Background: an optimization exercise with open tools, aiming at small area, a short achievable clock period and few clock cycles per item. Do not read the settings as production practice.
Function was checked by simulation only, so behaviour that the tests miss may differ from the original.
The flow treats the clock pin as an ideal source, which a real chip does not have.
Power is estimated from default activity; no workload was simulated.

Setup of v29:
==> flow/design.v <==
`timescale 1ns/1ps
`default_nettype none
package wl_data_pkg;
    typedef logic [8-1:0] weight_t;
    typedef logic [4*8-1:0] weight_vec_t;
    typedef union packed {
        weight_vec_t                  by_ch;     
        weight_t [4-1:0]     by_col;    
    } rom_word_u;
    typedef logic [4*4*4*8-1:0] kernel_t;
endpackage
`default_nettype wire
`timescale 1ns/1ps
`default_nettype none
package wl_ctrl_pkg;
    typedef logic [14-1:0]   rom_addr_t;    
    typedef logic [7-1:0]  group_t;       
    typedef logic [6-1:0] out_ch_t;      
    typedef logic [$clog2(4)-1:0]            row_t;   
    typedef logic [$clog2(4*4)-1:0] pos_t;   
    typedef enum logic [1:0] {
        SEQ_IDLE,
        SEQ_RUN,
        SEQ_DONE
    } seq_state_t;
    typedef enum logic [2:0] {
        L_IDLE,
        L_SKEW,      
        L_BURST,     
        L_GAP,       
        L_DONE
    } lane_state_t;
endpackage
`default_nettype wire
`timescale 1ns/1ps
`default_nettype none
module weight_loader (
    input  logic                     clk,
    input  logic                     reset,
    input  logic                     start,
    input  logic                     stall,          
    input  logic                     single_ch,      
    input  logic [6:0]               ch_groups,
    input  logic [5:0]               out_ch,
    input  logic [13:0]              base_addr,
    input  logic [31:0]              rom_data_0,
    input  logic [31:0]              rom_data_1,
    input  logic [31:0]              rom_data_2,
    input  logic [31:0]              rom_data_3,
    output logic                     rom_rd_en,
    output logic [13:0]              rom_addr,
    output logic [127:0]             col_weights,    
    output logic                     idle,
    output logic                     done
);
    logic        run_q;          
    logic        done_q;         
    logic [2:0]  ph_q;           
    logic [1:0]  row_q;          
    logic [6:0]  grp_q;          
    logic        rdn_q;          
    logic        rdv_q;          
    logic [13:0] addr_q;         
    logic [3:0]  vn_q;           
    logic [3:0]  vhn_q;          
    logic        step;
    logic        go;
    logic        pre;
    logic        last;
    logic        ph6;
    logic        row3;
    logic        fin;
    logic        v0_n;
    logic        horner;
    logic        hb_n;
    logic        hb_q;           
    logic        hz_n;
    logic        hz_q;           
    logic [13:0] add_b;
    logic [13:0] sum;
    logic [11:0] mcand;          
    assign step = !stall;
    assign go   = start && !run_q;
    assign pre  = (grp_q == 7'd0);            
    assign last = (grp_q == ch_groups);
    assign ph6  = (ph_q == 3'd6);
    assign row3 = (row_q == 2'd3);
    assign fin  = ph6 && row3 && last;
    assign v0_n = run_q && (ph6 ? (row3 ? !last : !pre) : (ph_q < 3'd3 && !pre));
    assign horner = pre && !(row3 && (ph_q == 3'd5 || ph_q == 3'd6));
    assign mcand  = c3_q[11:0];
    always_comb begin
        case ({row_q[0], ph_q})
            4'b0_101: hb_n = ch_groups[1];
            4'b0_110: hb_n = ch_groups[2];
            4'b1_000: hb_n = ch_groups[3];
            4'b1_001: hb_n = ch_groups[4];
            4'b1_010: hb_n = ch_groups[5];
            default:  hb_n = ch_groups[6];
        endcase
        if (go)   hb_n = ch_groups[0];
        case ({row_q[0], ph_q})
            4'b0_101: hz_n = (ch_groups[6:2] == 5'd0);
            4'b0_110: hz_n = (ch_groups[6:3] == 4'd0);
            4'b1_000: hz_n = (ch_groups[6:4] == 3'd0);
            4'b1_001: hz_n = (ch_groups[6:5] == 2'd0);
            4'b1_010: hz_n = !ch_groups[6];
            default:  hz_n = 1'b1;
        endcase
        if (go)   hz_n = (ch_groups[6:1] == 6'd0);
    end
    always_comb begin
        if (horner) add_b = hb_q ? {mcand, 2'b00} : 14'd0;
        else        add_b = single_ch ? 14'd4 : 14'd1;
    end
    assign sum = addr_q + add_b;
    always_ff @(posedge clk) begin
        if (reset) begin
            run_q  <= 1'b0;
            done_q <= 1'b0;
            rdn_q  <= 1'b1;
            vn_q   <= '1;
            vhn_q  <= '1;
        end else if (step) begin
            vn_q  <= {vn_q[2:0], !v0_n};
            vhn_q <= {vhn_q[2:0], !(v0_n && !single_ch)};
            if (go) begin
                run_q  <= 1'b1;
                done_q <= 1'b0;
                rdn_q  <= 1'b1;
            end else if (run_q) begin
                if (fin) begin
                    run_q  <= 1'b0;
                    done_q <= 1'b1;
                end
                rdn_q <= !(((ph_q == 3'd4) &&
                           (single_ch ? (row3 && !last) : (!row3 || !last))) ||
                           (horner && hz_q));
            end
        end
    end
    always_ff @(posedge clk) begin
        if (step) begin
            hb_q <= hb_n;
            hz_q <= hz_n;
            if (go) begin
                ph_q  <= 3'd5;
                row_q <= 2'd2;
                grp_q <= '0;
            end else if (horner && hz_q) begin
                ph_q  <= 3'd5;                   
                row_q <= 2'd3;
            end else begin
                ph_q <= ph6 ? 3'd0 : ph_q + 3'd1;
                if (ph6) begin
                    row_q <= row_q + 2'd1;
                    if (row3) grp_q <= grp_q + 7'd1;
                end
            end
        end
    end
    assign rom_rd_en = !(rdn_q || stall);
    assign rom_addr  = addr_q;
    always_ff @(posedge clk) begin
        rdv_q <= rom_rd_en && !reset;
        if (step && go) begin
            addr_q <= base_addr;
        end else if ((step && run_q && horner) || rom_rd_en) begin
            addr_q <= sum;
        end
    end
    assign idle = !run_q;
    assign done = done_q;
    logic [31:0] rn_q [4];       
    logic [31:0] c3_q;           
    logic        dsel;           
    logic        reg_m;
    logic        sgl_m;
    logic        ph0, ph1, ph2, ph012;
    logic        row0, row1, row2;
    assign dsel  = run_q && !rdv_q;
    assign reg_m = dsel && !single_ch;
    assign sgl_m = dsel && single_ch;
    assign ph0   = (ph_q == 3'd0);
    assign ph1   = (ph_q == 3'd1);
    assign ph2   = (ph_q == 3'd2);
    assign ph012 = (ph_q < 3'd3);
    assign row0  = (row_q == 2'd0);
    assign row1  = (row_q == 2'd1);
    assign row2  = (row_q == 2'd2);
    always_ff @(posedge clk) begin
        if (rdv_q) begin
            c3_q <= rom_data_3;
        end else if (step && go) begin
            c3_q[11:0] <= 12'(out_ch);
        end else if (step && run_q && horner) begin
            c3_q[11:0] <= {c3_q[10:0], 1'b0};
        end
    end
    logic        s_r1, s_r2, s_c3, s_sh;     
    logic        t_r1, t_r2, t_c3;           
    logic        t_f1, t_f2;                 
    logic        s0_sh;                      
    logic        s0_r1, s0_r2;               
    logic        r0_en;
    logic [31:0] r0_n;
    always_comb begin
        s0_r1 = reg_m && ph0;
        s0_r2 = reg_m && ph1;
        s_c3  = (reg_m && ph2) || (sgl_m && ph6 && row2);
        s_r1  = s0_r1 || (sgl_m && ph6 && row0);
        s_r2  = s0_r2 || (sgl_m && ph6 && row1);
        s_sh  = sgl_m && ph012;
        s0_sh = s_sh || (sgl_m && ph6 && (row0 || row1));
        t_r1  = s_r1 || (sgl_m && ph0 && row1);
        t_r2  = s_r2;
        t_c3  = s_c3;
        t_f1  = sgl_m && ph0 && !row1;
        t_f2  = sgl_m && !ph0 && ph012;
        r0_en = rdv_q || (step && (s0_r1 || s0_r2 || s_c3 || s_r1 || s_r2 || s_sh || s0_sh));
        r0_n[7:0]   = ({8{rdv_q}} & ~rom_data_0[7:0])
                    | ({8{s0_r1}} & rn_q[1][7:0])
                    | ({8{s0_r2}} & rn_q[2][7:0])
                    | ({8{s_c3}}  & ~c3_q[7:0])
                    | ({8{s0_sh}} & rn_q[0][15:8]);
        r0_n[23:8]  = ({16{rdv_q}} & ~rom_data_0[23:8])
                    | ({16{s_r1}}  & rn_q[1][23:8])
                    | ({16{s_r2}}  & rn_q[2][23:8])
                    | ({16{s_c3}}  & ~c3_q[23:8])
                    | ({16{s_sh}}  & rn_q[0][31:16]);
        r0_n[31:24] = ({8{rdv_q}} & ~rom_data_0[31:24])
                    | ({8{t_r1}}  & rn_q[1][31:24])
                    | ({8{t_r2}}  & rn_q[2][31:24])
                    | ({8{t_c3}}  & ~c3_q[31:24])
                    | ({8{t_f1}}  & rn_q[1][7:0])
                    | ({8{t_f2}}  & rn_q[2][7:0]);
    end
    always_ff @(posedge clk) begin
        if (r0_en) rn_q[0] <= r0_n;
    end
    logic        c1_lo_en, c1_mid_en, c1_hi_en, c1_park;
    assign c1_lo_en  = rdv_q || (step && !ph6);
    assign c1_mid_en = rdv_q || (step && !ph6 && !single_ch);
    assign c1_park   = sgl_m && ph6 && row0;
    assign c1_hi_en  = c1_mid_en || (step && c1_park);
    always_ff @(posedge clk) begin
        if (c1_lo_en)  rn_q[1][7:0]  <= rdv_q ? ~rom_data_1[7:0] : rn_q[0][7:0];
        if (c1_mid_en) rn_q[1][23:8] <= rdv_q ? ~rom_data_1[23:8] : rn_q[0][23:8];
        if (c1_hi_en)  rn_q[1][31:24] <= ({8{rdv_q}} & ~rom_data_1[31:24])
                                       | ({8{!rdv_q && !c1_park}} & rn_q[0][31:24])
                                       | ({8{!rdv_q && c1_park}} & rn_q[0][23:16]);
    end
    logic        c2_lo_en, c2_hi_en;
    assign c2_lo_en = rdv_q || (step && !ph6 && !ph0);
    assign c2_hi_en = rdv_q || (step && !ph6 && !ph0 && !single_ch);
    always_ff @(posedge clk) begin
        if (c2_lo_en) rn_q[2][7:0]  <= rdv_q ? ~rom_data_2[7:0] : rn_q[1][7:0];
        if (c2_hi_en) rn_q[2][31:8] <= rdv_q ? ~rom_data_2[31:8] : rn_q[1][31:8];
    end
    always_ff @(posedge clk) begin
        if (step) rn_q[3] <= rn_q[2];
    end
    for (genvar i = 0; i < 4; i++) begin : g_col
        assign col_weights[32*i +: 8]      = ~(rn_q[i][7:0]  | {8{vn_q[i]}});
        assign col_weights[32*i + 8 +: 24] = ~(rn_q[i][31:8] | {24{vhn_q[i]}});
    end
endmodule
`default_nettype wire
==> flow/config.mk <==
export PLATFORM = sky130hd
export DESIGN_NAME = weight_loader
export DESIGN_NICKNAME = weight_loader
export VERILOG_FILES = /design/flow/design.v
export SDC_FILE = /design/flow/constraint.sdc
export NUM_CORES = 4
export LEC_CHECK = 0
export CAP_MARGIN = 20
export CORE_MARGIN = 2
export CORE_UTILIZATION = 50
export PLACE_DENSITY = 0.65
export SETUP_SLACK_MARGIN = 4.5
export SLEW_MARGIN = 20
==> flow/constraint.sdc <==
create_clock -name core_clock -period 8.0 [get_ports {clk}]
set_input_delay 1.6000 -clock core_clock [delete_from_list [all_inputs] [get_ports {clk}]]
set_output_delay 1.6000 -clock core_clock [all_outputs]
set_load 0.01 [all_outputs]
standard.sh (not shown) runs the stock make flow with config.mk's settings and CLKGATE_MAP_FILE= SYNTH_SCRIPT=/design/flow/synth_recipe.tcl, a recipe that flattens the netlist after the stock synthesis.
==> flow/flow/run.sh <==
#!/bin/bash
# The standard layout, with the port buffers made of the smallest buffer cell
# instead of the default choice, and after clock tree synthesis the stall
# input buffer wired straight to the rom_rd_en gate (flow/post_cts.tcl).
# Each tool's output goes to ORFS's own logs under orfs/logs/; make's output
# goes to standard.log.
set -euo pipefail
export BUFFER_PORTS_ARGS="-buffer_cell sky130_fd_sc_hd__buf_1"
export POST_CTS_TCL="$PWD/flow/post_cts.tcl"
bash standard.sh > standard.log 2>&1
Other scripts of this flow, unchanged in this note and not shown: flow/flow/post_cts.tcl
v29 ended with every stage complete and zero timing, DRC or antenna violations.
Testbench counts of v29, summed over its fixed seeds: cycles 14,372, groups 499.
Input-level comparison between v53 and v29:
Settings: CORE_UTILIZATION changed from 50 to 40; SETUP_SLACK_MARGIN changed from 4.5 to 4.3; PLACE_DENSITY changed from 0.65 to 0.6.
--- outcome ---
- The synthesized area divided by synthesized cell count was comparable across v53 and v29.
- Logic gate share of total power: lower on v53
- The utilization after layout in v53 was lower than what v29 gave.
- Looking at v53 and v29, the total chip power is a wash.
Modified inputs, v17 compared to v53
Settings: swapping 40 for 60 in CORE_UTILIZATION; swapping 0.6 for 0.72 in PLACE_DENSITY; swapping 4.3 for 4.5 in SETUP_SLACK_MARGIN.
==> comparison <==
v17 | status: complete | timing, DRC, antenna: pass
Taking v17 as 1.0, v53 lands at 0.943 on final estimated routing congestion in global placement.
v17 vs. v53: iteration count of the initial detailed-routing pass picked up an extra 3, met2 track demand over resource in global routing rose 17 points.
v53 has higher total instance count after detailed placement than v17.
Multi-input gate share of total cell area (lower): v53
Core utilization delta for v17 relative to v53: 26 points higher

-- static timing again, ports no longer ideal --
Ports are ideal in the flow. The routed layouts listed here were re-timed in OpenROAD.
Step 1, drivers: a clkbuf_16 drives clk and a buf_2 each remaining input, both assumed.
Step 2 times the ports against the registers' clock, not the clock port: input delays grow and output delays shrink by t, the midpoint of the rising clock arrivals with the driver on.
Three values: ideal, step 1, step 2; two values: the first two.
run	shift t [ns]	setup slack, ns	clock arrival spread, ns	worst slew at a driven data input, ns
v29	0.474	4.518 / 4.473 / 4.141	0.012 / 0.012	0.06
v53	0.490	4.415 / 4.415 / 4.036	0.022 / 0.022	0.08
v17	0.479	4.510 / 4.470 / 4.128	0.014 / 0.015	0.05
After both steps every run listed still meets setup and hold. For v17, which loses most, drivers alone change the setup slack by -0.040 ns; drivers and shift together by -0.382 ns.
